From an optimization exercise on the open Yosys and OpenROAD flow, aimed at small area, a short achievable clock period and few clock cycles per item; shortcuts taken in it are not production practice. Function was checked by simulation only, so behaviour that the tests miss may differ from the original. No activity file was given, so power comes from the tool's default toggle rates.

`standard.sh`:
```
#!/bin/bash
# synth_recipe.tcl (not shown) runs the flow's synth.tcl, then flattens the netlist and writes it again
# the make line also repeats each setting of config.mk as NAME=value (left out here)
make -C /OpenROAD-flow-scripts/flow DESIGN_CONFIG=/design/flow/config.mk WORK_HOME=/design/flow/orfs CLKGATE_MAP_FILE= SYNTH_SCRIPT=/design/flow/synth_recipe.tcl "${@:-finish}"
```
`config.mk`:
```
export PLATFORM = sky130hd
export DESIGN_NAME = router_top
export DESIGN_NICKNAME = router_top
export VERILOG_FILES = /design/flow/design.v
export SDC_FILE = /design/flow/constraint.sdc
export NUM_CORES = 4
export LEC_CHECK = 0
export CAP_MARGIN = 20
export CORE_MARGIN = 2
export CORE_UTILIZATION = 30
export CTS_BUF_LIST = sky130_fd_sc_hd__clkbuf_8
export PLACE_DENSITY = 0.4
export SETUP_SLACK_MARGIN = 2.7
export SLEW_MARGIN = 20
export SYNTH_HIERARCHICAL = 1
```
`constraint.sdc`:
```
create_clock -name core_clock -period 5.0 [get_ports {clk}]
set_input_delay 1.0000 -clock core_clock [delete_from_list [all_inputs] [get_ports {clk}]]
set_output_delay 1.0000 -clock core_clock [all_outputs]
set_load 0.01 [all_outputs]
```
`design.v`:
```
`timescale 1ns/1ps
package router_pkg;
  localparam int flit_w = 32;
  localparam int coord_w = 2;
  localparam int num_ports = 5;
  localparam int port_n = 0;
  localparam int port_e = 1;
  localparam int port_w = 2;
  localparam int port_s = 3;
  localparam int port_l = 4;
  typedef logic [flit_w-1:0] flit_t;
  typedef logic [num_ports-1:0] port_vec_t;
  localparam int num_stages = 2;
  localparam logic [num_stages*num_ports-1:0] stage_members = {
    5'b11101,    
    5'b00010     
  };
  function automatic [num_ports-1:0] xy_route(input [flit_w-1:0] f, input [coord_w-1:0] cur_x,
                                              input [coord_w-1:0] cur_y);
    xy_route = '0;
    if (f[27:26] > cur_x) xy_route[port_e] = 1'b1;
    else if (f[27:26] < cur_x) xy_route[port_w] = 1'b1;
    else if (f[29:28] > cur_y) xy_route[port_s] = 1'b1;
    else if (f[29:28] < cur_y) xy_route[port_n] = 1'b1;
    else xy_route[port_l] = 1'b1;
  endfunction
endpackage
`timescale 1ns/1ps
module router_fifo (
  input  logic [router_pkg::num_ports:0]                           sel,    
  input  logic [router_pkg::num_ports-1:0][router_pkg::flit_w-1:0] rx_data,
  input  router_pkg::flit_t                                        held,
  output router_pkg::flit_t                                        next
);
  router_pkg::flit_t lo_n;
  router_pkg::flit_t hi_n;
  flit_aoi3 i_lo (
    .sel  (sel[2:0]),
    .a    (rx_data[0]),
    .b    (rx_data[1]),
    .c    (rx_data[2]),
    .y_n  (lo_n)
  );
  flit_aoi3 i_hi (
    .sel  (sel[5:3]),
    .a    (rx_data[3]),
    .b    (rx_data[4]),
    .c    (held),
    .y_n  (hi_n)
  );
  assign next = ~(lo_n & hi_n);
endmodule
module flit_aoi3 (
  input  logic [2:0]        sel,
  input  router_pkg::flit_t a,
  input  router_pkg::flit_t b,
  input  router_pkg::flit_t c,
  output router_pkg::flit_t y_n
);
  assign y_n = ~(({router_pkg::flit_w{sel[0]}} & a) |
                 ({router_pkg::flit_w{sel[1]}} & b) |
                 ({router_pkg::flit_w{sel[2]}} & c));
endmodule
`timescale 1ns/1ps
module route_compute #(
  parameter int cur_x = 0,
  parameter int cur_y = 0
) (
  input  router_pkg::flit_t     flit,
  output router_pkg::port_vec_t route
);
  assign route = router_pkg::xy_route(flit, router_pkg::coord_w'(cur_x), router_pkg::coord_w'(cur_y));
endmodule
`timescale 1ns/1ps
module input_port (
  input  logic                          take_now,   
  input  router_pkg::port_vec_t         take_on,    
  input  router_pkg::port_vec_t         tx_dcts,
  output logic                          rx_dcts
);
  assign rx_dcts = take_now | ((take_on & tx_dcts) != '0);
endmodule
`timescale 1ns/1ps
module output_arbiter #(
  parameter int cur_x = 0,
  parameter int cur_y = 0,
  parameter router_pkg::port_vec_t members = '1
) (
  input  logic                  clk,
  input  logic                  rst,
  input  logic [router_pkg::num_ports-1:0][router_pkg::flit_w-1:0] rx_data,
  input  router_pkg::port_vec_t rx_rts,
  input  router_pkg::port_vec_t in_pkt,     
  output router_pkg::port_vec_t owner,      
  output router_pkg::port_vec_t take_now,   
  output logic [router_pkg::num_ports-1:0][router_pkg::num_ports-1:0] take_on,   
  output router_pkg::flit_t     tx_data,    
  output router_pkg::port_vec_t tx_rts,     
  input  router_pkg::port_vec_t tx_dcts
);
  localparam int np = router_pkg::num_ports;
  localparam bit one_output = ((members & (members - 1'b1)) == '0);
  router_pkg::port_vec_t own;        
  logic                  busy;
  logic                  first;      
  logic                  rts;        
  router_pkg::port_vec_t dest_q;     
  router_pkg::port_vec_t dest;
  logic [np-1:0][np-1:0] route;      
  router_pkg::port_vec_t req;
  router_pkg::port_vec_t sel;
  router_pkg::port_vec_t head_route;
  router_pkg::flit_t     sel_flit;
  logic                  ready;
  logic                  load;
  logic                  free;
  logic                  tail;
  router_pkg::port_vec_t after;
  router_pkg::port_vec_t req_hi;
  router_pkg::port_vec_t pick;
  for (genvar i = 0; i < np; i++) begin : g_route
    route_compute #(
      .cur_x (cur_x),
      .cur_y (cur_y)
    ) i_route_compute (
      .flit  (rx_data[i]),
      .route (route[i])
    );
  end
  always_comb begin
    for (int i = 0; i < np; i++) begin
      req[i] = rx_rts[i] && !in_pkt[i] &&
               ((router_pkg::xy_route(rx_data[i], router_pkg::coord_w'(cur_x),
                                      router_pkg::coord_w'(cur_y)) & members) != '0);
    end
  end
  assign dest = one_output ? members : (dest_q & members);
  assign owner = busy ? own : '0;
  assign tx_rts = rts ? dest : '0;
  assign ready = !rts || ((dest & tx_dcts) != '0);
  assign take_now = rts ? '0 : owner;
  always_comb begin
    for (int i = 0; i < np; i++) begin
      take_on[i] = (owner[i] && rts) ? dest : '0;
    end
  end
  assign load = ((owner & rx_rts) != '0) && ready;
  assign sel = ready ? own : '0;
  router_fifo i_flit_mux (
    .sel     ({!ready, sel}),
    .rx_data (rx_data),
    .held    (tx_data),
    .next    (sel_flit)
  );
  always_comb begin
    tail = 1'b0;
    head_route = '0;
    for (int i = 0; i < np; i++) begin
      tail = tail | (own[i] & rx_data[i][31]);
      head_route = head_route | ({np{own[i]}} & route[i]);
    end
  end
  assign free = !busy || (load && tail);
  always_comb begin
    after[0] = 1'b0;
    for (int p = 1; p < np; p++) begin
      after[p] = after[p-1] | own[p-1];
    end
  end
  assign req_hi = req & after;
  always_comb begin : rotate
    logic seen_hi;
    logic seen;
    seen_hi = 1'b0;
    seen = 1'b0;
    for (int p = 0; p < np; p++) begin
      pick[p] = (req_hi[p] && !seen_hi) || (req[p] && !seen && req_hi == '0);
      seen_hi = seen_hi | req_hi[p];
      seen = seen | req[p];
    end
  end
  always_ff @(posedge clk) begin
    if (rst) begin
      busy  <= 1'b0;
      first <= 1'b0;
      own   <= router_pkg::port_vec_t'(1) << router_pkg::port_l;
    end else begin
      if (load) begin
        first <= 1'b0;
      end
      if (free) begin
        busy <= (req != '0);
        if (req != '0) begin
          own   <= pick;
          first <= 1'b1;
        end
      end
    end
  end
  if (!one_output) begin : g_dest
    always_ff @(posedge clk) begin
      if (load && first) begin
        dest_q <= head_route;
      end
    end
  end else begin : g_no_dest
    assign dest_q = members;
  end
  always_ff @(posedge clk) begin
    tx_data <= sel_flit;
  end
  always_ff @(posedge clk) begin
    if (rst) begin
      rts <= 1'b0;
    end else if (ready) begin
      rts <= load;
    end
  end
endmodule
`timescale 1ns/1ps
module noc_router #(
  parameter int cur_x = 0,
  parameter int cur_y = 0
) (
  input  logic                            clk,
  input  logic                            rst,
  input  logic [router_pkg::num_ports-1:0][router_pkg::flit_w-1:0] rx_data,
  input  logic [router_pkg::num_ports-1:0] rx_rts,
  output logic [router_pkg::num_ports-1:0] rx_dcts,
  output logic [router_pkg::num_ports-1:0][router_pkg::flit_w-1:0] tx_data,
  output logic [router_pkg::num_ports-1:0] tx_rts,
  input  logic [router_pkg::num_ports-1:0] tx_dcts
);
  localparam int np = router_pkg::num_ports;
  localparam int ns = router_pkg::num_stages;
  logic [ns-1:0][np-1:0] st_take_now;   
  logic [ns-1:0][np-1:0][np-1:0] st_take_on;   
  logic [ns-1:0][np-1:0] st_owner;      
  logic [ns-1:0][np-1:0] st_rts;        
  logic [ns-1:0][router_pkg::flit_w-1:0] st_data;
  logic [np-1:0]         in_pkt;        
  logic [np-1:0]         take_now;      
  logic [np-1:0][np-1:0] take_on;       
  always_comb begin : link
    in_pkt   = '0;
    take_now = '0;
    for (int s = 0; s < ns; s++) begin
      in_pkt   = in_pkt | st_owner[s];
      take_now = take_now | st_take_now[s];
    end
    for (int o = 0; o < np; o++) begin
      tx_data[o] = '0;
      tx_rts[o]  = 1'b0;
      for (int i = 0; i < np; i++) begin
        take_on[i][o] = 1'b0;
      end
      for (int s = 0; s < ns; s++) begin
        if (router_pkg::stage_members[s*np + o]) begin
          tx_data[o] = st_data[s];
          tx_rts[o]  = st_rts[s][o];
          for (int i = 0; i < np; i++) begin
            take_on[i][o] = st_take_on[s][i][o];
          end
        end
      end
    end
  end
  for (genvar i = 0; i < np; i++) begin : g_dcts
    input_port i_input_port (
      .take_now (take_now[i]),
      .take_on  (take_on[i]),
      .tx_dcts  (tx_dcts),
      .rx_dcts  (rx_dcts[i])
    );
  end
  for (genvar s = 0; s < ns; s++) begin : g_stage
    output_arbiter #(
      .cur_x   (cur_x),
      .cur_y   (cur_y),
      .members (router_pkg::stage_members[s*np +: np])
    ) i_output_arbiter (
      .clk      (clk),
      .rst      (rst),
      .rx_data  (rx_data),
      .rx_rts   (rx_rts),
      .in_pkt   (in_pkt),
      .owner    (st_owner[s]),
      .take_now (st_take_now[s]),
      .take_on  (st_take_on[s]),
      .tx_data  (st_data[s]),
      .tx_rts   (st_rts[s]),
      .tx_dcts  (tx_dcts)
    );
  end
endmodule
`timescale 1ns/1ps
module router_top (
  input  logic         clk,
  input  logic         rst,
  input  logic [159:0] rx_data,
  input  logic [4:0]   rx_rts,
  output logic [4:0]   rx_dcts,
  output logic [159:0] tx_data,
  output logic [4:0]   tx_rts,
  input  logic [4:0]   tx_dcts
);
  noc_router #(
    .cur_x (1),
    .cur_y (1)
  ) i_noc_router (
    .clk     (clk),
    .rst     (rst),
    .rx_data (rx_data),
    .rx_rts  (rx_rts),
    .rx_dcts (rx_dcts),
    .tx_data (tx_data),
    .tx_rts  (tx_rts),
    .tx_dcts (tx_dcts)
  );
endmodule
```
`flow/run.sh`:
```
#!/bin/bash
# The standard layout, with the smallest buffer on every port (buffer_ports
# would otherwise pick clkdlybuf4s50_1); repair_timing still resizes any port
# buffer on a path that needs it.
set -euo pipefail
export BUFFER_PORTS_ARGS="-buffer_cell sky130_fd_sc_hd__buf_1"
bash standard.sh > standard_flow.log 2>&1
```
==> results.toml, run 1 <==
[route]
routed_wl_um = 29600
vias = 7085
first_iter_violations = 1290
detail-route-antenna-nets = 0
drt_pass1_iterations = 11
viasPerCell = 5.96
drc_errors = 0
avgRoutedWirePerCell_um = 24.9

[grt]
grt_overflow = 0
grt_pass1_wl_um = 39700
grt_usage_pct = 25.6
antenna_found_initial = 0
grt_pass1_vias = 6485
grt_max_degree = 35

[layout]
diodes = 0
fin_util_pct = 37.0
syn2layout_area_growth_pct = 21.1
drive_above_1_share_pct = 14.1
nNetsFinal = 1092
fillers = 2123

[synth]
syn-num-nets = 845
synth_warnings = 10
synth_area_um2 = 5950
avgSynthCellArea_um2 = 8.85
synth_cells = 673

[die]
die_height_um = 145
die_area_um2 = 21000
core_um2 = 19500
row_count = 51
ios = 342
fp.dieW_um = 145
initial_core_util_pct = 30.6

[setup_path]
cp_data_required_time_ps = 4000
cp-end-kind = "output pin"
critPathKind = "register to output pin"
path_max_fanout = 7
cp.arrival_ps = 1610
startpoint_type = "register"

[pwr]
ir_drop_v = 0.000138
p_leak_nw = 2.74
power.density_nw_per_um2 = 353

[clock_network]
numCtsBuffers = 9
clock_path_buffers = 2
cts_tree = "yes"
cts_hold_buf = 0
cts.clk_slew.worst_paths_ps = 90
cts-root-buf = "clkbuf_8"
worstSkewPairLatency_ps = 380
numClockSinks = 83
htree_levels = 3

[sta]
fin_ws_ps = 2390
tightest_slew_ps = 890
min_period_ps = 2610
setup_tns_ps = 0
setup_violations = 0
slew_headroom_pct = 40.7
final_hold_viol_count = 0
rsz0062_at_grt = "true"
finalClockSkew_ps = 14.4
fmax_ghz = 0.383
fin_hold_ws_ps = 480
timing.final.crit_share_pct = 52.2
drv_slew = 0

[placed_design]
dp_slack_ps = 2010
portBuffers = 341
gp_congestion = 0.875
hpwlAfterDp_um = 18200

[job]
drv_cap = 0

[run_status]
status = "timing/DRC/antenna clean"

[hold_path]
hp-class = "register to register"
critical path, stage by stage, from the launching register on:
cell and delay [ps]:
dfxtp_4 370, and2_4 160, nor2b_1 120, or2_1 230, a21oi_1 120, nand3_1 80, buf_2 150
through the flow:
step	cells	area, um2	power, W
after global routing	1189	7210	0.00270
after global placement	1137	6510	0.00189
final	1189	7210	0.00254
after floorplan	673	5970	0.00171
after detailed placement	1137	6510	0.00189
after CTS	1172	7020	0.00252
path summary, 6_finish.rpt:
kind / start / endpoint / slack (ps) / depth (start not counted)
setup / recovery: i_noc_router.g_stage[0].i_output_arbiter.busy / rx_dcts[4] / 2390 / 6
setup reg to reg: i_noc_router.g_stage[0].i_output_arbiter.busy / i_noc_router.g_stage[0].i_output_arbiter.own[0] / 2730 / 8
hold / removal: i_noc_router.g_stage[0].i_output_arbiter.tx_data[31] / i_noc_router.g_stage[0].i_output_arbiter.tx_data[31] / 480 / 2
hold reg to reg: i_noc_router.g_stage[0].i_output_arbiter.tx_data[31] / i_noc_router.g_stage[0].i_output_arbiter.tx_data[31] / 480 / 2
layout by cell type (no fill, tap or decap), drive strengths merged, types with 3 or more instances in the layout:
cell type / instances
dfxtp: 79
nand3b: 5
a222oi: 137
nor3b: 3
nor2b: 6
inv: 14
nor3: 3
nor4b: 5
and2: 23
o21ai: 9
nor2: 44
or3b: 5
a21oi: 19
edfxtp: 4
and3b: 10
a22oi: 20
nand3: 10
nor4bb: 5
nand2: 90
or2: 10
buf: 370
and3: 5
clkbuf: 12
clkinv: 3
per-layer routing:
metal / track usage, % / vias to the layer above / share of wire (%)
met5: 0 / - / 0
met4: 7.77 / 0 / 1.6
met3: 4.15 / 28 / 9.5
met2: 45.2 / 447 / 49
met1: 32.1 / 3479 / 40
li1: - / 3131 / -
repair_timing:
action	4_1_cts	5_1_grt
cloned	9	3
setup endpoints to repair	87	55
pin swaps	13	13
buffers inserted	11	14
gates resized for setup	60	23
area by class of cell:
cell class                 count  area, um2  area share [%]
sequential                    83       1750            24.3
inverter                      15       57.6           0.798
clock buffer                  10        138            1.91
timing repair buffer         372       1570            21.7
tap                          265        332            4.60
multi-input combinational    439       3280            45.5
clock inverter                 5       85.1            1.18
state kept, by name, indices dropped and copies added, names as in the netlist:
| name | flops |
|---|---|
| i_noc_router.g_stage.i_output_arbiter.rts | 2 |
| i_noc_router.g_stage.i_output_arbiter.own | 10 |
| i_noc_router.g_stage.i_output_arbiter.dest_q | 4 |
| i_noc_router.g_stage.i_output_arbiter.busy | 2 |
| i_noc_router.g_stage.i_output_arbiter.first | 1 |
| i_noc_router.g_stage.i_output_arbiter.tx_data | 64 |
power by group:
part / leakage, nW / internal [W] / switching, W
registers: 0.707 / 0.000803 / 0.000157
clock network: 0.109 / 0.000295 / 0.000279
logic: 1.93 / 0.000373 / 0.000636
Testbench counts, summed over its fixed seeds: cycles 6,621, flits 10,803.
==> run 2, diff against run 1 <==
--- a/config.mk
+++ b/config.mk
@@ -8,7 +8,6 @@
 export CAP_MARGIN = 20
 export CORE_MARGIN = 2
 export CORE_UTILIZATION = 30
-export CTS_BUF_LIST = sky130_fd_sc_hd__clkbuf_8
 export PLACE_DENSITY = 0.4
 export SETUP_SLACK_MARGIN = 2.7
 export SLEW_MARGIN = 20
==> run 2 against run 1 <==
- still clean
- critical path depth is the same
- clock-buffer cell count grew 1
- register-to-register slack gained 30 ps
- global-route usage grew 0.47 points
- combinational power is essentially flat
- fmax grew 1.6%
- die area is the same
- total power grew 6.3%
- core utilization grew 0.75 points
- largest power group unchanged
==> results.toml, run 2 <==
[sta]
drv_slew = 0
rsz0062_at_grt = "true"
setup_tns_ps = 0
final_hold_viol_count = 0
fin_hold_ws_ps = 470
tightest_slew_ps = 910
finalClockSkew_ps = 11.3
setup_violations = 0
slew_headroom_pct = 39.3
min_period_ps = 2570
timing.final.crit_share_pct = 51.3
fmax_ghz = 0.390

[pwr]
p_seq_share_pct = 35.6
clockPowerShare_pct = 27.1
swShare_pct = 40.6
switching_power_w = 0.00110
power_frac_comb_pct = 37.3
p_int_w = 0.00161
ir_drop_v = 0.000168
power.density_nw_per_um2 = 368
p_leak_nw = 2.79

[layout]
largestRegisters = "i_noc_router.g_stage.i_output_arbiter.tx_data x64, i_noc_router.g_stage.i_output_arbiter.own x10, i_noc_router.g_stage.i_output_arbiter.dest_q x4"
final_cell_area_um2 = 7360
final_cell_mix = "buf_1, a222oi_1, nand2_1"
diodes = 0
drive_above_1_share_pct = 14.8
top_register = "i_noc_router.g_stage.i_output_arbiter.tx_data"
final_common_cell = "buf_1"
syn2layout_area_growth_pct = 23.5
nNetsFinal = 1091
largest_register_ffs = 64

[clock_network]
numClockSinks = 83
cts_tree = "yes"
worstSkewPairLatency_ps = 360
cts_hold_buf = 0
htree_levels = 3
clock_path_buffers = 2
numCtsBuffers = 9
cts-root-buf = "clkbuf_16"
cts.clk_slew.worst_paths_ps = 60

[synth]
synth_warnings = 10
synth_area_um2 = 5950
avgSynthCellArea_um2 = 8.85
syn-num-nets = 845
synth_cells = 673

[grt]
grt_overflow = 0
grt_pass1_vias = 6544
grt_pass1_wl_um = 40400
antenna_found_initial = 0
grt_usage_pct = 26.1
grt_max_degree = 35

[setup_path]
cp.arrival_ps = 1570
cp-end-kind = "output pin"
path_max_fanout = 6
crit_buf_inv = 1
worstReg2RegEnd = "i_noc_router.g_stage[0].i_output_arbiter.own[0]"
crit_chain = "and2_4 > nor2b_1 > or2_1 > a21oi_1 > nand3_1 > buf_2"
crit_family = "simple AND/OR/NAND/NOR gates"
cp_data_required_time_ps = 4000
reg2reg_from = "i_noc_router.g_stage[1].i_output_arbiter.own[1]"
r2r_slack_ps = 2760
critPathKind = "register to output pin"
cp_slowest_stage_delay_ps = 350
startpoint_type = "register"
critPathSlowestCell = "dfxtp_2"
path_depth = 6
reg2reg_depth = 8

[placed_design]
placed_cell_area_um2 = 6510
gp_congestion = 0.875
portBuffers = 341
hpwlAfterDp_um = 18200

[route]
avgRoutedWirePerCell_um = 25.4
vias = 7134
viasPerCell = 6.01
drt_pass1_iterations = 8
drc_errors = 0
first_iter_violations = 1144
detail-route-antenna-nets = 0
routed_wl_um = 30100

[die]
fp.dieW_um = 145
core_um2 = 19500
initial_core_util_pct = 30.6
ios = 342
die_height_um = 145
row_count = 51
die_area_um2 = 21000

[job]
drv_cap = 0

[run_status]
status = "timing/DRC/antenna clean"

[hold_path]
holdPathStages = 2
min_from = "i_noc_router.g_stage[0].i_output_arbiter.tx_data[31]"
min_to = "i_noc_router.g_stage[0].i_output_arbiter.tx_data[31]"
hp-class = "register to register"
==> run 2: per-stage QoR <==
step                      util, %  cells  power (W)  setup slack (ps)
after detailed placement     33.4   1137    0.00189              2010
after floorplan                 -    673    0.00171              2600
after global routing         37.8   1188    0.00285              2350
after CTS                    36.9   1176    0.00268              2410
after global placement       33.4   1137    0.00189              2110
final                        37.8   1188    0.00271              2430
==> run 2: power groups by stage <==
stage	logic, W	clock network [W]	registers, W
2_1_floorplan	0.000734	0	0.000972
3_3_place_gp	0.000918	0	0.000972
3_5_place_dp	0.000912	0	0.000977
4_1_cts	0.000970	0.000748	0.000963
5_1_grt	0.00110	0.000769	0.000984
6_report	0.00101	0.000734	0.000963
==> run 2: per-layer routing <==
layer / global-route usage, % / routed length (um)
met1: 32.0 / 11700
met2: 46.4 / 15000
met3: 3.95 / 2840
met4: 9.25 / 624
met5: 0 / 0
==> run 2: worst register-to-register path, stage by stage, from the launching register on <==
cell      delay [ps]
dfxtp_4          410
nand2_4          110
inv_1             40
or2_1            250
nand3b_1         270
nand4_1          210
o211ai_1         280
a2111o_1         460
a21oi_1          140
==> run 2: timing repair <==
action,CTS,global route
cloned,12,3
setup buffers,12,9
gates resized for setup,67,35
setup endpoints to repair,87,76
pin swaps,18,45
==> run 2: worst max path at each step <==
stage / from / slack [ps] / endpoint
after detailed placement: tx_dcts[3] / 2010 / i_noc_router.g_stage[1].i_output_arbiter.dest_q[4]
after floorplan: tx_dcts[2] / 2600 / i_noc_router.g_stage[1].i_output_arbiter.tx_data[10]
after CTS: i_noc_router.g_stage[0].i_output_arbiter.busy / 2410 / rx_dcts[0]
after global placement: tx_dcts[3] / 2110 / i_noc_router.g_stage[1].i_output_arbiter.tx_data[4]
after global routing: i_noc_router.g_stage[0].i_output_arbiter.own[4] / 2350 / rx_dcts[4]
final: i_noc_router.g_stage[0].i_output_arbiter.own[4] / 2430 / rx_dcts[4]
==> run 2: area by class of cell <==
class	count	area (um2)
clock buffers	11	264
clock inverters	4	55.1
fillers	2120	12100
repair buffers	368	1550
inverters	15	63.8
flip-flops and latches	83	1750
well taps	265	332
multi-input cells	442	3350
==> run 3, diff against run 2 <==
--- a/design.v
+++ b/design.v
@@ -106,7 +106,6 @@
   logic                  rts;        
   router_pkg::port_vec_t dest_q;     
   router_pkg::port_vec_t dest;
-  logic [np-1:0][np-1:0] route;      
   router_pkg::port_vec_t req;
   router_pkg::port_vec_t sel;
   router_pkg::port_vec_t head_route;
@@ -118,15 +117,13 @@
   router_pkg::port_vec_t after;
   router_pkg::port_vec_t req_hi;
   router_pkg::port_vec_t pick;
-  for (genvar i = 0; i < np; i++) begin : g_route
-    route_compute #(
-      .cur_x (cur_x),
-      .cur_y (cur_y)
-    ) i_route_compute (
-      .flit  (rx_data[i]),
-      .route (route[i])
-    );
-  end
+  route_compute #(
+    .cur_x (cur_x),
+    .cur_y (cur_y)
+  ) i_route_compute (
+    .flit  (sel_flit),
+    .route (head_route)
+  );
   always_comb begin
     for (int i = 0; i < np; i++) begin
       req[i] = rx_rts[i] && !in_pkt[i] &&
@@ -154,10 +151,8 @@
   );
   always_comb begin
     tail = 1'b0;
-    head_route = '0;
     for (int i = 0; i < np; i++) begin
       tail = tail | (own[i] & rx_data[i][31]);
-      head_route = head_route | ({np{own[i]}} & route[i]);
     end
   end
   assign free = !busy || (load && tail);
--- a/config.mk
+++ b/config.mk
@@ -8,7 +8,8 @@
 export CAP_MARGIN = 20
 export CORE_MARGIN = 2
 export CORE_UTILIZATION = 30
+export CTS_BUF_LIST = sky130_fd_sc_hd__clkbuf_8
 export PLACE_DENSITY = 0.4
-export SETUP_SLACK_MARGIN = 2.7
+export SETUP_SLACK_MARGIN = 2.5
 export SLEW_MARGIN = 20
 export SYNTH_HIERARCHICAL = 1
==> run 3 against run 2 <==
- first-iteration DRC count grew 2.8%
- register-to-register slack lost 250 ps
- worst setup slack lost 120 ps
- still clean on timing, DRC and antenna
- cell count shrank 5.9%
- flip-flop and latch count is the same
- synthesized cell count shrank 5.5%
- final area shrank 7.2%
- non-clock buffer count grew 4
- clock-buffer cell count shrank 1
- largest power group is now registers
==> results.toml, run 3 <==
[sta]
setup_violations = 0
slew_headroom_pct = 44.4
min_period_ps = 2690
finalClockSkew_ps = 13.4
drv_slew = 0
timing.final.crit_share_pct = 53.7
rsz0062_at_grt = "true"
fmax_ghz = 0.372
tightest_slew_ps = 834
setup_tns_ps = 0
final_hold_viol_count = 0

[route]
routed_wl_um = 27600
viasPerCell = 5.96
drc_errors = 0
first_iter_violations = 1176
avgRoutedWirePerCell_um = 24.7
drt_pass1_iterations = 10
vias = 6668
detail-route-antenna-nets = 0

[pwr]
ir_drop_v = 0.000119
power.density_nw_per_um2 = 341
p_leak_nw = 2.58

[placed_design]
placed_cell_area_um2 = 6210
gp_congestion = 0.885
portBuffers = 341
hpwlAfterDp_um = 17500

[layout]
top_register = "i_noc_router.g_stage.i_output_arbiter.tx_data"
largest_register_ffs = 64
largestRegisters = "i_noc_router.g_stage.i_output_arbiter.tx_data x64, i_noc_router.g_stage.i_output_arbiter.own x10, i_noc_router.g_stage.i_output_arbiter.dest_q x4"
nNetsFinal = 1053
drive_above_1_share_pct = 12.9
final_cell_area_um2 = 6830
final_common_cell = "buf_1"
diodes = 0
syn2layout_area_growth_pct = 20.6
final_cell_mix = "buf_1, a222oi_1, nand2_1"

[job]
drv_cap = 0

[setup_path]
critPathKind = "input pin to output pin"
cp_slowest_stage_delay_ps = 300
path_max_fanout = 6
cp_data_required_time_ps = 4000
reg2reg_depth = 7
crit_chain = "buf_1 > a21oi_1 > nand3_1 > buf_1"
worstReg2RegEnd = "i_noc_router.g_stage[1].i_output_arbiter.dest_q[4]"
crit_family = "buffers and inverters"
critPathSlowestCell = "buf_1"
crit_top_cell = "buf_1"
crit_buf_inv = 2
startpoint_type = "input pin"
cp-end-kind = "output pin"
r2r_slack_ps = 2510
cp.arrival_ps = 1690
reg2reg_from = "i_noc_router.g_stage[1].i_output_arbiter.dest_q[4]"

[die]
die_area_um2 = 20000
initial_core_util_pct = 30.4
fp.dieW_um = 141
row_count = 50
ios = 342
die_height_um = 141
core_um2 = 18600

[clock_network]
cts_tree = "yes"
htree_levels = 3
cts-root-buf = "clkbuf_8"
clock_path_buffers = 2
numCtsBuffers = 9
cts.clk_slew.worst_paths_ps = 80
numClockSinks = 83
worstSkewPairLatency_ps = 380
cts_hold_buf = 0

[synth]
synth_area_um2 = 5660
synth_cells = 636
avgSynthCellArea_um2 = 8.90
syn-num-nets = 808
synth_warnings = 10

[run_status]
status = "timing/DRC/antenna clean"

[hold_path]
holdPathStages = 2
min_from = "i_noc_router.g_stage[0].i_output_arbiter.tx_data[10]"
min_to = "i_noc_router.g_stage[0].i_output_arbiter.tx_data[10]"
hp-class = "register to register"

[grt]
grt_overflow = 0
grt_pass1_wl_um = 38500
antenna_found_initial = 0
grt_max_degree = 34
grt_pass1_vias = 6144
grt_usage_pct = 25.4
## run 3: worst max-delay path by stage
stage	startpoint	slack, ps	to	cells past startpoint
6_report	tx_dcts[3]	2310	rx_dcts[3]	4
5_1_grt	tx_dcts[2]	2200	i_noc_router.g_stage[1].i_output_arbiter.dest_q[3]	8
2_1_floorplan	tx_dcts[2]	2170	i_noc_router.g_stage[1].i_output_arbiter.dest_q[3]	7
4_1_cts	tx_dcts[2]	2300	i_noc_router.g_stage[1].i_output_arbiter.dest_q[0]	8
3_3_place_gp	tx_dcts[2]	1580	i_noc_router.g_stage[1].i_output_arbiter.dest_q[3]	8
3_5_place_dp	tx_dcts[2]	1490	i_noc_router.g_stage[1].i_output_arbiter.dest_q[3]	8
## run 3: final cells by class
cell class,instances,area [um2]
multi-input cells,399,2950
clock inverters,4,20.0
fillers,2050,11800
repair buffers,372,1610
inverters,15,72.6
flip-flops and latches,83,1730
well taps,234,293
clock buffers,10,138
repair inverters,1,8.76
## run 3: metrics by stage
stage	total power [W]	setup WS, ps	util, %	cells	hold WS (ps)
2_1_floorplan	0.00163	2170	-	636	454
3_3_place_gp	0.00181	1580	33.3	1074	453
3_5_place_dp	0.00181	1490	33.3	1074	454
4_1_cts	0.00232	2300	36.0	1112	475
5_1_grt	0.00245	2200	36.6	1118	491
6_report	0.00232	2310	36.6	1118	472
## run 3: timing repair
item	in CTS	in global routing
gates resized for setup	60	16
gates cloned	5	3
pin swaps	20	21
setup endpoints to repair	65	59
setup buffers	19	3
## run 3: per-layer routing
metal  track usage, %  wire (um)  vias up
li1                 -          -     2954
met1             32.7      11200     3241
met2             43.8      13200      438
met3             3.81       2560       35
met4             7.79        672        0
met5                0          0        -
## run 3: tightest hold or removal path: cells and delay by family (launching register included)
kind / cells / cell delay (ps)
AND/OR/NAND/NOR: 1 / 60
AO/OA/AOI/OAI: 1 / 60
flip-flops: 1 / 330
## run 3: power breakdown
| group | internal, W | switching [W] |
|---|---|---|
| Clock | 0.000186 | 0.000270 |
| Sequential | 0.000798 | 0.000142 |
| Combinational | 0.000348 | 0.000581 |
| Total | 0.00133 | 0.000993 |
Testbench counts of run 3, summed over its fixed seeds: cycles 6,621, flits 10,803.
==> run 4, diff against run 3 <==
--- a/config.mk
+++ b/config.mk
@@ -10,6 +10,6 @@
 export CORE_UTILIZATION = 30
 export CTS_BUF_LIST = sky130_fd_sc_hd__clkbuf_8
 export PLACE_DENSITY = 0.4
-export SETUP_SLACK_MARGIN = 2.5
+export SETUP_SLACK_MARGIN = 2.65
 export SLEW_MARGIN = 20
 export SYNTH_HIERARCHICAL = 1
==> run 4 against run 3 <==
- still clean
- critical path depth increased by 2
- cell count grew 2.0%
- combinational power grew 2.5%
- register-to-register slack is essentially flat
- first-iteration DRC count grew 2.3%
- clock skew shrank 3.1 ps
- via count down 0.22%
- final area rose by 4.0%
==> results.toml, run 4 <==
[clock_network]
cts.clk_slew.worst_paths_ps = 90
clock_path_buffers = 2
worstSkewPairLatency_ps = 370
cts-root-buf = "clkbuf_8"
cts_tree = "yes"
numCtsBuffers = 9
numClockSinks = 83
htree_levels = 3

[placed_design]
portBuffers = 341
gp_congestion = 0.862
dp_slack_ps = 1250
hpwlAfterDp_um = 17600

[sta]
setup_violations = 0
fin_hold_ws_ps = 476
rsz0062_at_grt = "true"
min_period_ps = 2750
fin_ws_ps = 2250
final_hold_viol_count = 0
tightest_slew_ps = 857
fmax_ghz = 0.363
finalClockSkew_ps = 10.3
timing.final.crit_share_pct = 55.1
drv_slew = 0
setup_tns_ps = 0
slew_headroom_pct = 42.9

[pwr]
ir_drop_v = 0.000131
p_leak_nw = 2.72
swShare_pct = 41.1
p_int_w = 0.00144
p_seq_share_pct = 38.3
power_frac_comb_pct = 38.9
power.density_nw_per_um2 = 345
switching_power_w = 0.00101
clockPowerShare_pct = 22.9
p_total_w = 0.00245

[synth]
synth_warnings = 10
synth_area_um2 = 5660
syn-num-nets = 808
synth_cells = 636
avgSynthCellArea_um2 = 8.90

[setup_path]
crit_buf_inv = 4
startpoint_type = "input pin"
cp-end-kind = "output pin"
path_max_fanout = 4
cp.arrival_ps = 1750
crit_chain = "buf_8 > buf_4 > buf_6 > a22oi_2 > nand3_1 > buf_2"
cp_data_required_time_ps = 4000
reg2reg_depth = 9
critPathKind = "input pin to output pin"
critPathSlowestCell = "a22oi_2"
crit_family = "buffers and inverters"
reg2reg_from = "i_noc_router.g_stage[1].i_output_arbiter.dest_q[4]"
r2r_slack_ps = 2520
cp_slowest_stage_delay_ps = 170
worstReg2RegEnd = "i_noc_router.g_stage[1].i_output_arbiter.dest_q[3]"

[hold_path]
min_from = "i_noc_router.g_stage[0].i_output_arbiter.tx_data[5]"
min_to = "i_noc_router.g_stage[0].i_output_arbiter.tx_data[5]"
holdPathStages = 2
hp-class = "register to register"

[grt]
grt_pass1_wl_um = 37500
grt_max_degree = 34
grt_overflow = 0
grt_usage_pct = 25.0
grt_pass1_vias = 5988
antenna_found_initial = 0

[route]
avgRoutedWirePerCell_um = 24.1
routed_wl_um = 27500
detail-route-antenna-nets = 0
vias = 6653
drc_errors = 0
drt_pass1_iterations = 9
viasPerCell = 5.84
first_iter_violations = 1203

[layout]
final_common_cell = "buf_1"
nNetsFinal = 1073
largestRegisters = "i_noc_router.g_stage.i_output_arbiter.tx_data x64, i_noc_router.g_stage.i_output_arbiter.own x10, i_noc_router.g_stage.i_output_arbiter.dest_q x4"
syn2layout_area_growth_pct = 25.4
top_register = "i_noc_router.g_stage.i_output_arbiter.tx_data"
fin_util_pct = 38.1
fillers = 2007
diodes = 0
final_cell_mix = "buf_1, a222oi_1, nand2_1"
largest_register_ffs = 64
drive_above_1_share_pct = 15.3

[die]
ios = 342
die_area_um2 = 20000
core_um2 = 18600
die_height_um = 141
row_count = 50
fp.dieW_um = 141
initial_core_util_pct = 30.4

[job]
drv_cap = 0

[run_status]
status = "timing/DRC/antenna clean"
run 4: what timing repair did:
action / 4_1_cts / 5_1_grt
buffers inserted: 26 / 14
pin swaps: 39 / 42
setup endpoints to repair: 81 / 79
cloned: 9 / 2
hold buffers: 0 / 0
resized for setup: 64 / 30
run 4: how the worst max path moves through the flow:
stage | start | cells after the start | endpoint | slack (ps)
6_report | tx_dcts[2] | 6 | rx_dcts[3] | 2250
5_1_grt | tx_dcts[2] | 8 | i_noc_router.g_stage[1].i_output_arbiter.dest_q[4] | 2160
4_1_cts | tx_dcts[2] | 8 | i_noc_router.g_stage[1].i_output_arbiter.dest_q[4] | 2310
3_5_place_dp | tx_dcts[2] | 9 | i_noc_router.g_stage[1].i_output_arbiter.dest_q[3] | 1250
3_3_place_gp | tx_dcts[2] | 9 | i_noc_router.g_stage[1].i_output_arbiter.dest_q[3] | 1310
2_1_floorplan | tx_dcts[2] | 7 | i_noc_router.g_stage[1].i_output_arbiter.dest_q[3] | 2170
run 4: cell type report:
type | count | area (um2) | share of cell area [%]
clock buffers | 9 | 124 | 1.74
clock inverters | 7 | 92.6 | 1.30
inverters | 15 | 68.8 | 0.969
multi-input cells | 403 | 3030 | 42.7
flip-flops and latches | 83 | 1730 | 24.4
well taps | 234 | 293 | 4.12
repair buffers | 388 | 1750 | 24.7
repair inverters | 1 | 8.76 | 0.123
run 4: worst reg2reg max path, cell delays in order (launching register included):
cell and delay (ps):
edfxtp_1 460, a222oi_1 500, nand3_4 160, buf_12 170, inv_12 70, nor2_4 70, buf_12 140, a222oi_1 270
nand2_1 190, and3b_2 230
run 4: per-stage QoR:
stage               instances  area (um2)
floorplan                 636        5680
global placement         1073        6210
detailed placement       1073        6210
CTS                      1124        6870
global route             1140        7100
finish                   1140        7100
run 4: routing by layer:
metal	part of all wire, %	vias up	GRT usage, %
li1	-	3006	-
met1	39	3183	31.2
met2	51	428	44.6
met3	8.7	36	3.85
met4	1.7	0	7.05
met5	0	-	0
run 4: power groups by stage:
| stage | sequential [W] | clock (W) | combinational [W] |
|---|---|---|---|
| floorplan | 0.000958 | 0 | 0.000673 |
| global placement | 0.000948 | 0 | 0.000858 |
| detailed placement | 0.000952 | 0 | 0.000853 |
| CTS | 0.000937 | 0.000574 | 0.000919 |
| global route | 0.000954 | 0.000606 | 0.00102 |
| finish | 0.000937 | 0.000560 | 0.000952 |
==> run 5, diff against run 4 <==
--- a/design.v
+++ b/design.v
@@ -110,6 +110,7 @@
   router_pkg::port_vec_t sel;
   router_pkg::port_vec_t head_route;
   router_pkg::flit_t     sel_flit;
+  router_pkg::flit_t     own_flit;   
   logic                  ready;
   logic                  load;
   logic                  free;
@@ -121,7 +122,7 @@
     .cur_x (cur_x),
     .cur_y (cur_y)
   ) i_route_compute (
-    .flit  (sel_flit),
+    .flit  (own_flit),
     .route (head_route)
   );
   always_comb begin
@@ -150,10 +151,11 @@
     .next    (sel_flit)
   );
   always_comb begin
-    tail = 1'b0;
+    own_flit = '0;
     for (int i = 0; i < np; i++) begin
-      tail = tail | (own[i] & rx_data[i][31]);
+      own_flit[31:26] = own_flit[31:26] | ({6{own[i]}} & rx_data[i][31:26]);
     end
+    tail = own_flit[31];
   end
   assign free = !busy || (load && tail);
   always_comb begin
--- a/config.mk
+++ b/config.mk
@@ -10,6 +10,6 @@
 export CORE_UTILIZATION = 30
 export CTS_BUF_LIST = sky130_fd_sc_hd__clkbuf_8
 export PLACE_DENSITY = 0.4
-export SETUP_SLACK_MARGIN = 2.65
+export SETUP_SLACK_MARGIN = 2.55
 export SLEW_MARGIN = 20
 export SYNTH_HIERARCHICAL = 1
==> run 5 against run 4 <==
- total power increased by 1.0%
- sequential share of layout area increased by 1.2 points
- sequential power increased by 0.6%
- register-to-register slack improved by 220 ps
- core utilization decreased by 1.8 points
- flip-flop and latch count unchanged
- clock-buffer cell count unchanged
- synthesized area increased by 1.7%
- largest cell class unchanged
- largest power group is now registers
==> results.toml, run 5 <==
[run_status]
status = "timing/DRC/antenna clean"

[clock_network]
numClockSinks = 83
worstSkewPairLatency_ps = 380
cts_tree = "yes"
cts.clk_slew.worst_paths_ps = 90
numCtsBuffers = 9
cts_hold_buf = 0
htree_levels = 3
cts-root-buf = "clkbuf_8"
clock_path_buffers = 2

[sta]
final_hold_viol_count = 0
finalClockSkew_ps = 8.92
fmax_ghz = 0.383
rsz0062_at_grt = "true"
drv_slew = 0
min_period_ps = 2610
setup_violations = 0
setup_tns_ps = 0
tightest_slew_ps = 876
timing.final.crit_share_pct = 52.2
slew_headroom_pct = 41.6

[setup_path]
r2r_slack_ps = 2740
critPathKind = "register to output pin"
crit_buf_inv = 1
reg2reg_depth = 8
worstReg2RegEnd = "i_noc_router.g_stage[0].i_output_arbiter.own[4]"
cp.arrival_ps = 1610
reg2reg_from = "i_noc_router.g_stage[1].i_output_arbiter.own[1]"
cp-end-kind = "output pin"
startpoint_type = "register"
critPathSlowestCell = "dfxtp_4"
path_max_fanout = 7
crit_family = "simple AND/OR/NAND/NOR gates"
crit_chain = "and2_1 > nor2b_1 > or2_1 > a21oi_2 > nand3_1 > buf_2"
cp_slowest_stage_delay_ps = 380
cp_data_required_time_ps = 4000

[synth]
synth_area_um2 = 5760
syn-num-nets = 825
synth_warnings = 10
avgSynthCellArea_um2 = 8.82
synth_cells = 653

[die]
die_height_um = 143
fp.dieW_um = 143
ios = 342
initial_core_util_pct = 30.7
die_area_um2 = 20300
row_count = 50
core_um2 = 18800

[placed_design]
gp_congestion = 0.861
placed_cell_area_um2 = 6290
portBuffers = 341
hpwlAfterDp_um = 17900

[grt]
antenna_found_initial = 0
grt_max_degree = 39
grt_pass1_wl_um = 36700
grt_usage_pct = 23.8
grt_pass1_vias = 6194
grt_overflow = 0

[job]
drv_cap = 0

[route]
drt_pass1_iterations = 9
drc_errors = 0
detail-route-antenna-nets = 0
avgRoutedWirePerCell_um = 23.9
routed_wl_um = 26700
first_iter_violations = 1271
viasPerCell = 5.94
vias = 6642

[layout]
final_common_cell = "buf_1"
syn2layout_area_growth_pct = 18.2
drive_above_1_share_pct = 11.0
largest_register_ffs = 64
final_cell_area_um2 = 6800
top_register = "i_noc_router.g_stage.i_output_arbiter.tx_data"
largestRegisters = "i_noc_router.g_stage.i_output_arbiter.tx_data x64, i_noc_router.g_stage.i_output_arbiter.own x10, i_noc_router.g_stage.i_output_arbiter.dest_q x4"
nNetsFinal = 1052
diodes = 0
final_cell_mix = "buf_1, a222oi_1, nand2_1"

[hold_path]
min_to = "i_noc_router.g_stage[0].i_output_arbiter.tx_data[5]"
hp-class = "register to register"
min_from = "i_noc_router.g_stage[0].i_output_arbiter.tx_data[5]"
holdPathStages = 2

[pwr]
power.density_nw_per_um2 = 364
p_leak_nw = 2.55
ir_drop_v = 0.000115
[run 5: per-layer routing]
| layer | global-route usage (%) | up-vias | part of all wire, % |
|---|---|---|---|
| li1 | - | 2997 | - |
| met1 | 29.4 | 3226 | 40 |
| met2 | 42.2 | 394 | 51 |
| met3 | 3.90 | 25 | 8.5 |
| met4 | 7.50 | 0 | 1.2 |
| met5 | 0 | - | 0 |
[run 5: worst max path at each step]
stage | cells past startpoint | slack [ps] | from | endpoint
CTS | 6 | 2370 | i_noc_router.g_stage[0].i_output_arbiter.busy | rx_dcts[0]
floorplan | 2 | 2720 | tx_dcts[0] | rx_dcts[0]
global placement | 7 | 1630 | tx_dcts[3] | i_noc_router.g_stage[1].i_output_arbiter.tx_data[31]
global route | 6 | 2300 | i_noc_router.g_stage[0].i_output_arbiter.busy | rx_dcts[0]
detailed placement | 7 | 1570 | tx_dcts[3] | i_noc_router.g_stage[1].i_output_arbiter.tx_data[6]
finish | 6 | 2390 | i_noc_router.g_stage[0].i_output_arbiter.busy | rx_dcts[0]
[run 5: power breakdown]
part,internal (W),switching [W]
Combinational,0.000339,0.000576
Sequential,0.000798,0.000145
Clock,0.000332,0.000285
Total,0.00147,0.00101
[run 5: repair_timing]
item                                    CTS  global route
endpoints found under the setup margin   81            67
pin swaps                                 3             5
gates cloned                              1             2
endpoints found under the hold margin     0             0
resized for setup                        56            15
buffers inserted                          7             3
[run 5: final cells by class]
class	instances	area, um2
Inverter	13	75.1
Multi-Input combinational cell	412	3010
Fill cell	2030	12000
Timing Repair Buffer	360	1430
Tap cell	234	293
Sequential cell	83	1740
Timing Repair inverter	1	8.76
Clock buffer	9	124
Clock inverter	7	116
[run 5: stage by stage]
step           instances  hold WS, ps  utilization [%]  power (W)  setup slack, ps
2_1_floorplan        653          455                -    0.00166             2720
3_3_place_gp        1090          455             33.5    0.00184             1630
3_5_place_dp        1090          455             33.5    0.00184             1570
4_1_cts             1114          475             35.8    0.00248             2370
5_1_grt             1119          496             36.3    0.00261             2300
6_report            1119          473             36.3    0.00247             2390
[run 5: worst register-to-register path: cells and delay by family, from the launching register on]
| kind | cells | cell delay, ps |
|---|---|---|
| flops | 1 | 410 |
| buf+inv | 2 | 260 |
| simple gates | 4 | 920 |
| compound gates | 2 | 560 |
Testbench counts of run 5, summed over its fixed seeds: cycles 6,621, flits 10,803.
==> run 6, diff against run 5 <==
--- a/config.mk
+++ b/config.mk
@@ -6,6 +6,8 @@
 export NUM_CORES = 4
 export LEC_CHECK = 0
 export CAP_MARGIN = 20
+export CELL_PAD_IN_SITES_DETAIL_PLACEMENT = 1
+export CELL_PAD_IN_SITES_GLOBAL_PLACEMENT = 1
 export CORE_MARGIN = 2
 export CORE_UTILIZATION = 30
 export CTS_BUF_LIST = sky130_fd_sc_hd__clkbuf_8
==> run 6 against run 5 <==
- worst hold slack better by 5.7 ps
- core utilization down 0.080 points
- fmax down 0.35%
- clock power down 26%
- register-to-register slack about the same
- largest power group unchanged
- clock-buffer cell count up 1
- highest routed layer unchanged
- total power down 5.6%
- critical path depth unchanged
- synthesized area unchanged
- still clean on timing, DRC and antenna
- non-clock buffer count up 4
==> results.toml, run 6 <==
[run_status]
status = "timing/DRC/antenna clean"

[sta]
final_hold_viol_count = 0
drv_slew = 0
slew_headroom_pct = 29.9
finalClockSkew_ps = 13.6
rsz0062_at_grt = "true"
tightest_slew_ps = 1050
timing.final.crit_share_pct = 52.4
setup_tns_ps = 0
fmax_ghz = 0.382
min_period_ps = 2620
setup_violations = 0

[clock_network]
numClockSinks = 83
clock_path_buffers = 2
worstSkewPairLatency_ps = 390
cts_hold_buf = 0
numCtsBuffers = 9
cts_tree = "yes"
cts-root-buf = "clkbuf_8"
cts.clk_slew.worst_paths_ps = 90
htree_levels = 3

[synth]
synth_area_um2 = 5760
avgSynthCellArea_um2 = 8.82
synth_warnings = 10
syn-num-nets = 825
synth_cells = 653

[pwr]
switching_power_w = 0.00101
p_seq_share_pct = 40.5
power.density_nw_per_um2 = 344
power_frac_comb_pct = 40.1
swShare_pct = 43.1
p_leak_nw = 2.56
ir_drop_v = 0.000117
p_int_w = 0.00133
clockPowerShare_pct = 19.5

[layout]
syn2layout_area_growth_pct = 17.9
final_cell_mix = "buf_1, a222oi_1, nand2_1"
final_common_cell = "buf_1"
nNetsFinal = 1056
top_register = "i_noc_router.g_stage.i_output_arbiter.tx_data"
diodes = 0
fillers = 2361
stdcell_count = 1122
largest_register_ffs = 64
largestRegisters = "i_noc_router.g_stage.i_output_arbiter.tx_data x64, i_noc_router.g_stage.i_output_arbiter.own x10, i_noc_router.g_stage.i_output_arbiter.dest_q x4"
drive_above_1_share_pct = 11.5

[die]
core_um2 = 18800
fp.dieW_um = 143
row_count = 50
initial_core_util_pct = 30.7
ios = 342
die_area_um2 = 20300
die_height_um = 143

[route]
drc_errors = 0
avgRoutedWirePerCell_um = 25.3
first_iter_violations = 942
routed_wl_um = 28400
viasPerCell = 6.04
detail-route-antenna-nets = 0
drt_pass1_iterations = 9
vias = 6772

[setup_path]
cp.arrival_ps = 1620
critPathKind = "register to output pin"
path_max_fanout = 6
cp_data_required_time_ps = 4000
reg2reg_depth = 8
cp-end-kind = "output pin"
startpoint_type = "register"

[placed_design]
dp.cells = 1090
portBuffers = 341
hpwlAfterDp_um = 19600
gp_congestion = 0.833

[grt]
grt_max_degree = 34
grt_pass1_wl_um = 40000
grt_overflow = 0
antenna_found_initial = 0
grt_pass1_vias = 6579
grt_usage_pct = 25.9

[job]
drv_cap = 0

[hold_path]
hp-class = "register to register"
holdPathStages = 2
[run 6: cell types whose count changed in the layout (fill, tap and decap cells not counted), sizes merged]
cell,delta
buf,+6
bufinv,-3
clkbuf,-1
inv,+1
[run 6: worst max-delay path, cell delays in order, from the launching register on]
cell     delay [ps]
dfxtp_4         370
and2_1          170
nor2b_1         140
or2_1           230
a21oi_2         110
nand3_1          70
buf_2           150
[run 6: final timing paths]
kind	startpoint	endpoint	slack, ps
setup / recovery	i_noc_router.g_stage[0].i_output_arbiter.busy	rx_dcts[0]	2380
hold / removal	i_noc_router.g_stage[0].i_output_arbiter.tx_data[1]	i_noc_router.g_stage[0].i_output_arbiter.tx_data[1]	480
setup reg to reg	i_noc_router.g_stage[0].i_output_arbiter.busy	i_noc_router.g_stage[0].i_output_arbiter.own[0]	2740
hold reg to reg	i_noc_router.g_stage[0].i_output_arbiter.tx_data[1]	i_noc_router.g_stage[0].i_output_arbiter.tx_data[1]	480
[run 6: area by class of cell]
| type | count | area (um2) | area share, % |
|---|---|---|---|
| clock buffer | 10 | 138 | 2.03 |
| clock inverter | 5 | 23.8 | 0.350 |
| inverter | 13 | 75.1 | 1.11 |
| multi-input combinational | 412 | 3040 | 44.8 |
| sequential | 83 | 1740 | 25.6 |
| tap | 234 | 293 | 4.31 |
| timing repair buffer | 364 | 1470 | 21.7 |
| timing repair inverter | 1 | 8.76 | 0.129 |
[run 6: metal layers]
| metal | track usage, % | vias to the layer above | part of all wire (%) | wire, um |
|---|---|---|---|---|
| li1 | - | 2999 | - | - |
| met1 | 30.8 | 3361 | 39 | 11100 |
| met2 | 46.2 | 375 | 51 | 14500 |
| met3 | 6.29 | 37 | 8.1 | 2310 |
| met4 | 7.56 | 0 | 1.8 | 521 |
| met5 | 0 | - | 0 | 0 |
[run 6: power groups by stage]
stage / Combinational (W) / Sequential [W] / Clock, W
after global routing: 0.00102 / 0.000965 / 0.000495
after global placement: 0.000885 / 0.000954 / 0
after CTS: 0.000922 / 0.000945 / 0.000470
after floorplan: 0.000695 / 0.000961 / 0
after detailed placement: 0.000890 / 0.000961 / 0
final: 0.000937 / 0.000946 / 0.000455
[run 6: repair_timing]
action	in CTS	in global routing
gates resized for setup	55	23
gates cloned	2	1
endpoints found under the setup margin	53	44
setup buffers	10	4
pin swaps	3	13
[run 6: through the flow]
stage,total power (W),hold slack [ps],util (%),setup WS (ps),cell area (um2)
6_report,0.00234,479,36.2,2380,6790
5_1_grt,0.00248,504,36.2,2300,6790
4_1_cts,0.00234,480,35.6,2370,6670
3_5_place_dp,0.00185,459,33.5,1550,6290
3_3_place_gp,0.00184,456,33.5,1650,6290
2_1_floorplan,0.00166,455,-,2720,5760
==> run 7, diff against run 6 <==
--- a/design.v
+++ b/design.v
@@ -133,7 +133,8 @@
     end
   end
   assign dest = one_output ? members : (dest_q & members);
-  assign owner = busy ? own : '0;
+  assign owner = own;
+  assign busy = (own != '0);
   assign tx_rts = rts ? dest : '0;
   assign ready = !rts || ((dest & tx_dcts) != '0);
   assign take_now = rts ? '0 : owner;
@@ -178,17 +179,15 @@
   end
   always_ff @(posedge clk) begin
     if (rst) begin
-      busy  <= 1'b0;
       first <= 1'b0;
-      own   <= router_pkg::port_vec_t'(1) << router_pkg::port_l;
+      own   <= '0;
     end else begin
       if (load) begin
         first <= 1'b0;
       end
       if (free) begin
-        busy <= (req != '0);
+        own <= pick;
         if (req != '0) begin
-          own   <= pick;
           first <= 1'b1;
         end
       end
--- a/config.mk
+++ b/config.mk
@@ -6,11 +6,11 @@
 export NUM_CORES = 4
 export LEC_CHECK = 0
 export CAP_MARGIN = 20
-export CELL_PAD_IN_SITES_DETAIL_PLACEMENT = 1
-export CELL_PAD_IN_SITES_GLOBAL_PLACEMENT = 1
 export CORE_MARGIN = 2
 export CORE_UTILIZATION = 30
 export CTS_BUF_LIST = sky130_fd_sc_hd__clkbuf_8
+export CTS_CLUSTER_DIAMETER = 100
+export CTS_CLUSTER_SIZE = 30
 export PLACE_DENSITY = 0.4
 export SETUP_SLACK_MARGIN = 2.55
 export SLEW_MARGIN = 20
==> run 7 against run 6 <==
- first-iteration DRC count rose by 6.7%
- flip-flop and latch count fell by 2
- wire length fell by 8.7%
- sequential share of layout area fell by 1.1 points
- synthesized cell count fell by 4.3%
- die area fell by 0.72%
- largest cell class unchanged
- largest power group is now combinational cells
==> results.toml, run 7 <==
[placed_design]
portBuffers = 341
hpwlAfterDp_um = 17200
dp.cells = 1062
gp_congestion = 0.825
dp_slack_ps = 1670
placed_cell_area_um2 = 6220

[sta]
finalClockSkew_ps = 16.5
tightest_slew_ps = 885
fmax_ghz = 0.391
slew_headroom_pct = 41.0
drv_slew = 0
setup_tns_ps = 0
min_period_ps = 2560
setup_violations = 0
rsz0062_at_grt = "true"
fin_hold_ws_ps = 476
fin_ws_ps = 2440
timing.final.crit_share_pct = 51.2
final_hold_viol_count = 0

[pwr]
p_leak_nw = 2.68
power_frac_comb_pct = 45.8
swShare_pct = 44.3
ir_drop_v = 0.000149
p_seq_share_pct = 36.2
clockPowerShare_pct = 18.0
p_int_w = 0.00162
power.density_nw_per_um2 = 420
switching_power_w = 0.00129

[synth]
syn-num-nets = 797
synth_cells = 625
avgSynthCellArea_um2 = 9.14
synth_warnings = 10
synth_area_um2 = 5710

[layout]
stdcell_count = 1109
final_cell_area_um2 = 6940
largestRegisters = "i_noc_router.g_stage.i_output_arbiter.tx_data x64, i_noc_router.g_stage.i_output_arbiter.own x10, i_noc_router.g_stage.i_output_arbiter.dest_q x4"
final_cell_mix = "buf_1, a222oi_1, nand2_1"
drive_above_1_share_pct = 13.9
nNetsFinal = 1040
largest_register_ffs = 64
syn2layout_area_growth_pct = 21.5
top_register = "i_noc_router.g_stage.i_output_arbiter.tx_data"
final_common_cell = "buf_1"

[die]
die_height_um = 142
die_area_um2 = 20200
core_um2 = 18700
row_count = 50
ios = 342
initial_core_util_pct = 30.5
fp.dieW_um = 142

[route]
first_iter_violations = 1005
vias = 6588
detail-route-antenna-nets = 0
avgRoutedWirePerCell_um = 23.4
drc_errors = 0
drt_pass1_iterations = 9
routed_wl_um = 26000
viasPerCell = 5.94

[run_status]
status = "timing/DRC/antenna clean"

[clock_network]
htree_levels = 3
numCtsBuffers = 9
numClockSinks = 81
worstSkewPairLatency_ps = 370
cts-root-buf = "clkbuf_8"
cts.clk_slew.worst_paths_ps = 90
cts_tree = "yes"
clock_path_buffers = 2

[setup_path]
crit_chain = "buf_12 > a22oi_2 > nand3_1 > buf_2"
crit_buf_inv = 2
cp-end-kind = "output pin"
path_max_fanout = 6
startpoint_type = "input pin"
critPathSlowestCell = "a22oi_2"
crit_family = "buffers and inverters"
cp_slowest_stage_delay_ps = 190
critPathKind = "input pin to output pin"
cp.arrival_ps = 1560
cp_data_required_time_ps = 4000

[grt]
grt_use_met3_pct = 4.61
top_usage_layer = "met2"
use_met1_pct = 29.2
grt_pass1_vias = 6220
grt_overflow = 0
grt_pass1_wl_um = 37000
grt_usage_pct = 23.8
antenna_found_initial = 1
grt_max_degree = 34
grtUsageMet2_pct = 41.2

[job]
drv_cap = 0

[hold_path]
hp-class = "register to register"
==> run 7: power by group through the flow <==
stage               clock, W  combinational, W  sequential (W)
CTS                 0.000544           0.00128         0.00106
global route        0.000571           0.00145         0.00108
floorplan                  0           0.00100         0.00107
detailed placement         0           0.00123         0.00109
finish              0.000524           0.00134         0.00106
global placement           0           0.00124         0.00108
==> run 7: worst paths after layout <==
kind / start / endpoint / slack (ps) / cells past startpoint
setup reg to reg: i_noc_router.g_stage[1].i_output_arbiter.dest_q[3] / i_noc_router.g_stage[1].i_output_arbiter.tx_data[7] / 2740 / 7
hold / removal: i_noc_router.g_stage[0].i_output_arbiter.tx_data[15] / i_noc_router.g_stage[0].i_output_arbiter.tx_data[15] / 480 / 2
hold reg to reg: i_noc_router.g_stage[0].i_output_arbiter.tx_data[15] / i_noc_router.g_stage[0].i_output_arbiter.tx_data[15] / 480 / 2
setup / recovery: tx_dcts[2] / rx_dcts[0] / 2440 / 4
==> run 7: timing repair <==
action	in CTS	in global routing
setup buffers	10	17
gates resized for setup	60	25
setup endpoints to repair	47	52
cloned	0	2
hold endpoints to repair	0	0
hold buffers	0	0
pin swaps	11	19
==> run 7: tightest hold or removal path, stage by stage (launching register included) <==
cell and delay [ps]:
dfxtp_1 330, a222oi_1 60, nand2_1 60
==> run 7: final cells by class <==
class | instances | area [um2]
Clock inverter | 5 | 53.8
Multi-Input combinational cell | 390 | 2990
Clock buffer | 11 | 151
Timing Repair Buffer | 381 | 1730
Tap cell | 234 | 293
Antenna cell | 2 | 5.00
Sequential cell | 81 | 1700
Inverter | 5 | 20.0
Fill cell | 2022 | 11800
==> run 7: metrics by stage <==
| stage | power (W) | util [%] |
|---|---|---|
| 2_1_floorplan | 0.00207 | - |
| 3_3_place_gp | 0.00232 | 33.2 |
| 3_5_place_dp | 0.00232 | 33.2 |
| 4_1_cts | 0.00289 | 35.6 |
| 5_1_grt | 0.00310 | 37.1 |
| 6_report | 0.00292 | 37.1 |
==> run 7: layer usage <==
metal | wire length [um] | vias to the layer above
met3 | 2180 | 41
met1 | 10300 | 3185
met2 | 12900 | 403
met5 | 13 | -
li1 | - | 2957
met4 | 569 | 2
Testbench counts of run 7, summed over its fixed seeds: cycles 6,593, flits 10,803.
==> run 8, diff against run 7 <==
--- a/design.v
+++ b/design.v
@@ -73,12 +73,12 @@
 endmodule
 `timescale 1ns/1ps
 module input_port (
-  input  logic                          take_now,   
-  input  router_pkg::port_vec_t         take_on,    
-  input  router_pkg::port_vec_t         tx_dcts,
-  output logic                          rx_dcts
+  input  logic [router_pkg::num_stages-1:0] take_now,   
+  input  router_pkg::port_vec_t             take_on,    
+  input  router_pkg::port_vec_t             tx_dcts,
+  output logic                              rx_dcts
 );
-  assign rx_dcts = take_now | ((take_on & tx_dcts) != '0);
+  assign rx_dcts = (take_now != '0) || ((take_on & tx_dcts) != '0);
 endmodule
 `timescale 1ns/1ps
 module output_arbiter #(
@@ -235,14 +235,15 @@
   logic [ns-1:0][np-1:0] st_rts;        
   logic [ns-1:0][router_pkg::flit_w-1:0] st_data;
   logic [np-1:0]         in_pkt;        
-  logic [np-1:0]         take_now;      
+  logic [np-1:0][ns-1:0] take_now;      
   logic [np-1:0][np-1:0] take_on;       
   always_comb begin : link
     in_pkt   = '0;
-    take_now = '0;
     for (int s = 0; s < ns; s++) begin
-      in_pkt   = in_pkt | st_owner[s];
-      take_now = take_now | st_take_now[s];
+      in_pkt = in_pkt | st_owner[s];
+      for (int i = 0; i < np; i++) begin
+        take_now[i][s] = st_take_now[s][i];
+      end
     end
     for (int o = 0; o < np; o++) begin
       tx_data[o] = '0;
==> run 8 against run 7 <==
- final area rose by 1.3%
- sequential share of layout area fell by 0.49 points
- first-iteration DRC count rose by 12%
- sequential power barely moved
- worst setup slack got worse by 9.1 ps
==> results.toml, run 8 <==
[setup_path]
endpoint = "rx_dcts[0]"
r2r_slack_ps = 2660
crit_chain = "buf_12 > a211oi_2 > nand3_1 > buf_2"
startpoint_type = "input pin"
critPathKind = "input pin to output pin"
path_max_fanout = 6
crit_family = "buffers and inverters"
critPathSlowestCell = "a211oi_2"
cp_data_required_time_ps = 4000
cp_slowest_stage_delay_ps = 180
crit_buf_inv = 2
cp-end-kind = "output pin"
worstReg2RegEnd = "i_noc_router.g_stage[1].i_output_arbiter.tx_data[5]"
path_depth = 4
cp.arrival_ps = 1570
cp-startpoint = "tx_dcts[1]"
reg2reg_depth = 9
reg2reg_from = "i_noc_router.g_stage[1].i_output_arbiter.dest_q[4]"

[route]
drt_pass1_iterations = 11
first_iter_violations = 1125
drc_errors = 0
detail-route-antenna-nets = 0
vias = 6563
routed_wl_um = 25900
avgRoutedWirePerCell_um = 23.6
viasPerCell = 5.98

[die]
die_area_um2 = 20200
fp.dieW_um = 142
ios = 342
die_height_um = 142
row_count = 50
core_um2 = 18700
initial_core_util_pct = 30.6

[pwr]
clockPowerShare_pct = 21.8
power_frac_comb_pct = 42.9
p_int_w = 0.00174
swShare_pct = 42.8
power.density_nw_per_um2 = 434
p_leak_nw = 2.67
switching_power_w = 0.00131
p_total_w = 0.00305
p_seq_share_pct = 35.3
ir_drop_v = 0.000135

[grt]
antenna_found_initial = 0
grt_max_degree = 31
grt_pass1_wl_um = 35700
grt_usage_pct = 23.3
grt_overflow = 0
grt_pass1_vias = 6044

[sta]
rsz0062_at_grt = "true"
setup_violations = 0
tightest_slew_ps = 822
setup_tns_ps = 0
slew_headroom_pct = 45.2
timing.final.crit_share_pct = 51.4
finalClockSkew_ps = 9.73
drv_slew = 0
min_period_ps = 2570
final_hold_viol_count = 0
fmax_ghz = 0.389

[clock_network]
cts_hold_buf = 0
cts-root-buf = "clkbuf_8"
htree_levels = 3
worstSkewPairLatency_ps = 390
clock_path_buffers = 2
numCtsBuffers = 9
cts.clk_slew.worst_paths_ps = 90
numClockSinks = 81
cts_tree = "yes"

[hold_path]
hp-class = "register to register"

[layout]
fin_util_pct = 37.6
largestRegisters = "i_noc_router.g_stage.i_output_arbiter.tx_data x64, i_noc_router.g_stage.i_output_arbiter.own x10, i_noc_router.g_stage.i_output_arbiter.dest_q x4"
nNetsFinal = 1030
largest_register_ffs = 64
syn2layout_area_growth_pct = 22.9
top_register = "i_noc_router.g_stage.i_output_arbiter.tx_data"
final_cell_mix = "buf_1, a222oi_1, nand2_1"
drive_above_1_share_pct = 13.8
final_common_cell = "buf_1"

[synth]
syn-num-nets = 792
synth_warnings = 10
avgSynthCellArea_um2 = 9.23
synth_area_um2 = 5720
synth_cells = 620

[placed_design]
gp_congestion = 0.839
hpwlAfterDp_um = 18200
portBuffers = 341

[run_status]
status = "timing/DRC/antenna clean"

[job]
drv_cap = 0
[run 8: metal layers]
metal	share of wire, %	global-route usage (%)
met3	9.9	5.01
met5	0	0
met1	38	28.4
met2	49	39.9
met4	2.7	9.32
[run 8: final cells by class]
class,instances,area [um2]
timing repair buffer,375,1760
antenna,1,2.50
clock buffer,9,124
tap,234,293
multi-input combinational,386,3000
clock inverter,7,141
inverter,5,22.5
fill,2041,11700
sequential,81,1690
[run 8: repair_timing]
action / CTS / global route
pin swaps: 16 / 29
endpoints found under the setup margin: 74 / 46
gates resized for setup: 51 / 37
gates cloned: 0 / 5
setup buffers: 3 / 15
[run 8: worst min-delay path by stage]
stage | start | endpoint | slack, ps | depth (start not counted)
floorplan | i_noc_router.g_stage[1].i_output_arbiter.first | i_noc_router.g_stage[1].i_output_arbiter.first | 440 | 2
global placement | i_noc_router.g_stage[0].i_output_arbiter.tx_data[0] | i_noc_router.g_stage[0].i_output_arbiter.tx_data[0] | 460 | 2
detailed placement | i_noc_router.g_stage[0].i_output_arbiter.tx_data[15] | i_noc_router.g_stage[0].i_output_arbiter.tx_data[15] | 460 | 2
CTS | i_noc_router.g_stage[0].i_output_arbiter.tx_data[15] | i_noc_router.g_stage[0].i_output_arbiter.tx_data[15] | 480 | 2
global route | i_noc_router.g_stage[0].i_output_arbiter.tx_data[31] | i_noc_router.g_stage[0].i_output_arbiter.tx_data[31] | 500 | 2
finish | i_noc_router.g_stage[0].i_output_arbiter.tx_data[31] | i_noc_router.g_stage[0].i_output_arbiter.tx_data[31] | 480 | 2
[run 8: power by group through the flow]
stage,clock (W),combinational (W),sequential (W)
after global routing,0.000712,0.00142,0.00110
after floorplan,0,0.00100,0.00107
final,0.000665,0.00131,0.00108
after detailed placement,0,0.00123,0.00109
after global placement,0,0.00124,0.00108
after CTS,0.000685,0.00125,0.00107
[run 8: per-stage QoR]
| step | instance area [um2] | setup WS (ps) | std cells | hold WS [ps] |
|---|---|---|---|---|
| floorplan | 5720 | 2560 | 620 | 445 |
| global placement | 6230 | 1720 | 1058 | 455 |
| detailed placement | 6230 | 1710 | 1058 | 459 |
| CTS | 6660 | 2410 | 1077 | 481 |
| global route | 7030 | 2390 | 1097 | 501 |
| finish | 7030 | 2430 | 1098 | 476 |
[run 8: worst min-delay path, cell delays in order, from the launching register on]
cell and delay (ps):
dfxtp_1 340, a222oi_1 60, nand2_1 60
Testbench counts of run 8, summed over its fixed seeds: cycles 6,593, flits 10,803.

[separate check: timing with driven ports]
In the flow no input, the clock included, has a driving cell. The finished layouts below were timed again as built, in two steps.
Step 1: set_driving_cell puts a clkbuf_16 on clk and a buf_2 on each other input, an assumption about the parent block.
Step 2 moves the port delays by t, midway between the first and last clock arrival at a register: inputs arrive t later, outputs are due t later. That takes back most of the time a late clock gives input paths.
a / b / c = no drivers / after step 1 / after step 2; a / b = the first two.
run | shift t [ns] | setup WS [ns] | worst setup path after step 2
run 1 | 0.417 | 2.392 / 2.350 / 2.285 | input to register
run 2 | 0.396 | 2.433 / 2.389 / 2.252 | input to register
run 3 | 0.415 | 2.315 / 2.289 / 1.916 | input to register
run 4 | 0.409 | 2.246 / 2.202 / 1.846 | input to register
run 5 | 0.416 | 2.389 / 2.348 / 2.287 | input to register
run 6 | 0.422 | 2.380 / 2.337 / 2.145 | input to register
run 7 | 0.401 | 2.440 / 2.393 / 2.228 | input to register
run 8 | 0.421 | 2.431 / 2.386 / 2.185 | input to register
After both steps every run listed still meets setup and hold. For run 4, which loses most, drivers alone change the setup slack by -0.044 ns; drivers and shift together by -0.400 ns.
